Context: an optimization exercise on an open-source flow, tuned for small area, a short achievable clock period and few clock cycles per item. The choices shown serve that exercise and are no tape-out recipe.
Where RTL was checked, it was by simulation tests only, not by an equivalence proof against the original.

// intra4x4_pred_engine
module intra4x4_pred_engine #(
    parameter int PIX_W    = 8,
    parameter int BLK_COLS = 64,
    parameter int BLK_ROWS = 64,
    parameter int ADDR_W   = 14
) (
    input  logic                     clk,
    input  logic                     rst_n,
    input  logic                     start,
    input  logic [1:0]               mode_cfg,
    output logic                     fetch_req,
    output logic [ADDR_W-1:0]        fetch_addr,
    input  logic                     fetch_valid,
    input  logic [4*PIX_W-1:0]       fetch_data,
    output logic                     res_valid,
    input  logic                     res_ready,
    output logic [16*(PIX_W+1)-1:0]  res_data,
    output logic [1:0]               res_mode,
    output logic [PIX_W+3:0]         res_sad,
    output logic                     busy,
    output logic                     frame_done
);
Settings: LEC_CHECK=0, CAP_MARGIN=20, CORE_MARGIN=2, CORE_UTILIZATION=40, SLEW_MARGIN=20; clock period 20.0 ns.
standard.sh (not shown) runs the stock make flow with config.mk's settings and CLKGATE_MAP_FILE= SYNTH_SCRIPT=/design/flow/synth_recipe.tcl, a recipe that flattens the netlist after the stock synthesis.
==> flow/flow/run.sh <==
#!/bin/bash
# Standard ORFS layout with a larger setup repair margin, no CTS dummy loads, larger sink clusters.
bash standard.sh SETUP_SLACK_MARGIN=14.6 "CTS_ARGS=-sink_clustering_enable -repair_clock_nets -dont_use_dummy_load -sink_clustering_size 30 -sink_clustering_max_diameter 80" finish > standard.log 2>&1
Testbench counts at the start, summed over its fixed seeds: cycles 262,240, blocks 65,536.
Edit:
--- a/flow/design.v
+++ b/flow/design.v
@@ -153,18 +153,16 @@
         x_row <= (fcount == 3'(pop)) ? fetch_data : fifo[rptr_n];
     end
     logic [ROW_W-1:0]   chain [6];      
     logic [PIX_W-1:0]   lcol  [4];      
     logic [PIX_W-1:0]   dcr, dcr2;
     logic [PIX_W+1:0]   psum;
     logic [SAD_W-1:0]   acc [3];        
-    logic [PIX_W:0]     pa  [3];
-    logic [PIX_W:0]     pb  [3];
-    logic               sa  [3];
-    logic               sb  [3];
+    logic [PIX_W-1:0]   mg  [3][4];     
+    logic               sg  [3][4];     
     logic [1:0]         sel_q;
     logic [SAD_W-1:0]   sad_q;
     logic [PIX_W-1:0]   ring [RING];
     logic               ring_we;
     logic [PIX_W-1:0]   t_q [4];        
     logic [PIX_W+1:0]   sum_t_q;        
     logic [1:0]         er_n;
@@ -192,56 +190,62 @@
         if (ev) begin
             chain[0] <= x_row;
             for (int k = 1; k < 6; k++) chain[k] <= chain[k - 1];
             lcol[0] <= chain[5][ROW_W-1 -: PIX_W];
             for (int k = 1; k < 4; k++) lcol[k] <= lcol[k - 1];
         end
     end
-    function automatic logic [PIX_W:0] sdiff(input logic [PIX_W-1:0] a,
-                                             input logic [PIX_W-1:0] b);
-        sdiff = {1'b0, a} - {1'b0, b};
+    function automatic logic [PIX_W:0] rsub(input logic [PIX_W-1:0] a,
+                                            input logic [PIX_W-1:0] b);
+        logic cy;
+        cy = 1'b1;
+        for (int i = 0; i < PIX_W; i++) begin
+            rsub[i] = a[i] ^ ~b[i] ^ cy;
+            cy      = (a[i] & ~b[i]) | (cy & (a[i] ^ ~b[i]));
+        end
+        rsub[PIX_W] = ~cy;
     endfunction
     function automatic logic [PIX_W-1:0] mag(input logic [PIX_W:0] d);
         mag = d[PIX_W-1:0] ^ {PIX_W{d[PIX_W]}};
     endfunction
     logic [PIX_W-1:0]   pred_sad [3][4];
     logic [PIX_W:0]     dd [3][4];
     always_comb begin
         for (int c = 0; c < 4; c++) begin
             pred_sad[0][c] = dcr;
             pred_sad[1][c] = chain[3][ROW_W-1 -: PIX_W];    
             pred_sad[2][c] = t_q[c];
             for (int m = 0; m < 3; m++)
-                dd[m][c] = sdiff(x_row[c*PIX_W +: PIX_W], pred_sad[m][c]);
+                dd[m][c] = rsub(x_row[c*PIX_W +: PIX_W], pred_sad[m][c]);
         end
     end
     logic               p_v, p_row0, p_row3, p_tav, p_lav;
     logic               a_v, a_tav, a_lav;
     always_ff @(posedge clk) begin
         p_v    <= pop;
         p_row0 <= (er == 2'd0);
         p_row3 <= (er == 2'd3);
         p_tav  <= (ecnt[2 + COL_W +: BR_W] != '0);
         p_lav  <= (ecnt[2 +: COL_W] != '0);
         for (int m = 0; m < 3; m++) begin
-            pa[m] <= (PIX_W+1)'(mag(dd[m][0])) + (PIX_W+1)'(mag(dd[m][1]))
-                   + (PIX_W+1)'(dd[m][0][PIX_W]);
-            pb[m] <= (PIX_W+1)'(mag(dd[m][2])) + (PIX_W+1)'(mag(dd[m][3]))
-                   + (PIX_W+1)'(dd[m][2][PIX_W]);
-            sa[m] <= dd[m][1][PIX_W];
-            sb[m] <= dd[m][3][PIX_W];
+            for (int c = 0; c < 4; c++) begin
+                mg[m][c] <= mag(dd[m][c]);
+                sg[m][c] <= dd[m][c][PIX_W];
+            end
         end
         a_v   <= p_v && p_row3;
         a_tav <= p_tav;
         a_lav <= p_lav;
         if (p_v) begin
             for (int m = 0; m < 3; m++) begin
                 acc[m] <= (p_row0 ? SAD_W'(0) : acc[m])
-                        + SAD_W'(pa[m]) + SAD_W'(pb[m])
-                        + SAD_W'(sa[m]) + SAD_W'(sb[m]);
+                        + SAD_W'(mg[m][0]) + SAD_W'(mg[m][1])
+                        + SAD_W'(mg[m][2]) + SAD_W'(mg[m][3])
+                        + SAD_W'(sg[m][0]) + SAD_W'(sg[m][1])
+                        + SAD_W'(sg[m][2]) + SAD_W'(sg[m][3]);
             end
         end
     end
     logic [COL_W-1:0]   e_bc;
     logic [BR_W-1:0]    e_br;
     logic               n_tav, n_lav;   
     logic [CNT_W:0]     ecnt_n;
@@ -303,24 +307,14 @@
         if (a_v) begin
             sel_q <= sel;
             sad_q <= sad_sel;
         end
     end
     logic [PIX_W-1:0]   pred;
     logic [16*RES_W-1:0] res_sel;
-    function automatic logic [PIX_W:0] rsub(input logic [PIX_W-1:0] a,
-                                            input logic [PIX_W-1:0] b);
-        logic cy;
-        cy = 1'b1;
-        for (int i = 0; i < PIX_W; i++) begin
-            rsub[i] = a[i] ^ ~b[i] ^ cy;
-            cy      = (a[i] & ~b[i]) | (cy & (a[i] ^ ~b[i]));
-        end
-        rsub[PIX_W] = ~cy;
-    endfunction
     always_comb begin
         res_sel = '0;
         for (int r = 0; r < 4; r++) begin
             for (int c = 0; c < 4; c++) begin
                 case (sel_q)
                     2'b01:   pred = lcol[3 - r];
                     2'b10:   pred = ring[WTAP - 1 + c];
What happened: The changed run completed without violations; maximum frequency increases by about 2.2%; synthesized cell count decreases by about 6%; global-route usage decreases by 0.71 points; clock-buffer cell count increases by 13; via count decreases by about 7%; wire length decreases by 6.9%; cell count decreases by 3.8%; die area decreases by about 1.1%; design area decreases by about 0.8%.
No functional check of the RTL was part of the second run of this note.

-- static timing again, ports no longer ideal --
Ports are ideal in the flow. The routed layouts listed here were re-timed in OpenROAD.
Step 1 sets driving cells, clkbuf_16 on the clock port and buf_2 on the other inputs (assumed; they add their load-dependent delay and slew).
Step 2 adds t to the input delays and takes it off the output delays; t is the mean of the earliest and latest rising clock arrival at the registers after step 1. Input paths then give back, and output paths get back, about the clock's delay inside the block.
Three values: ideal, step 1, step 2; two values: the first two.
run	t (ns)	setup slack, ns	slew at the worst register clock pin (ns)	pins driven straight from the clock port
the first run	0.819	14.500 / 14.414 / 14.092	0.11 / 0.11	1
the second run	0.825	14.621 / 14.545 / 13.988	0.11 / 0.11	1
After both steps setup and hold are still met in every run listed. The setup slack of the second run, which loses most, moves by -0.076 ns with the drivers and by -0.633 ns with both steps.
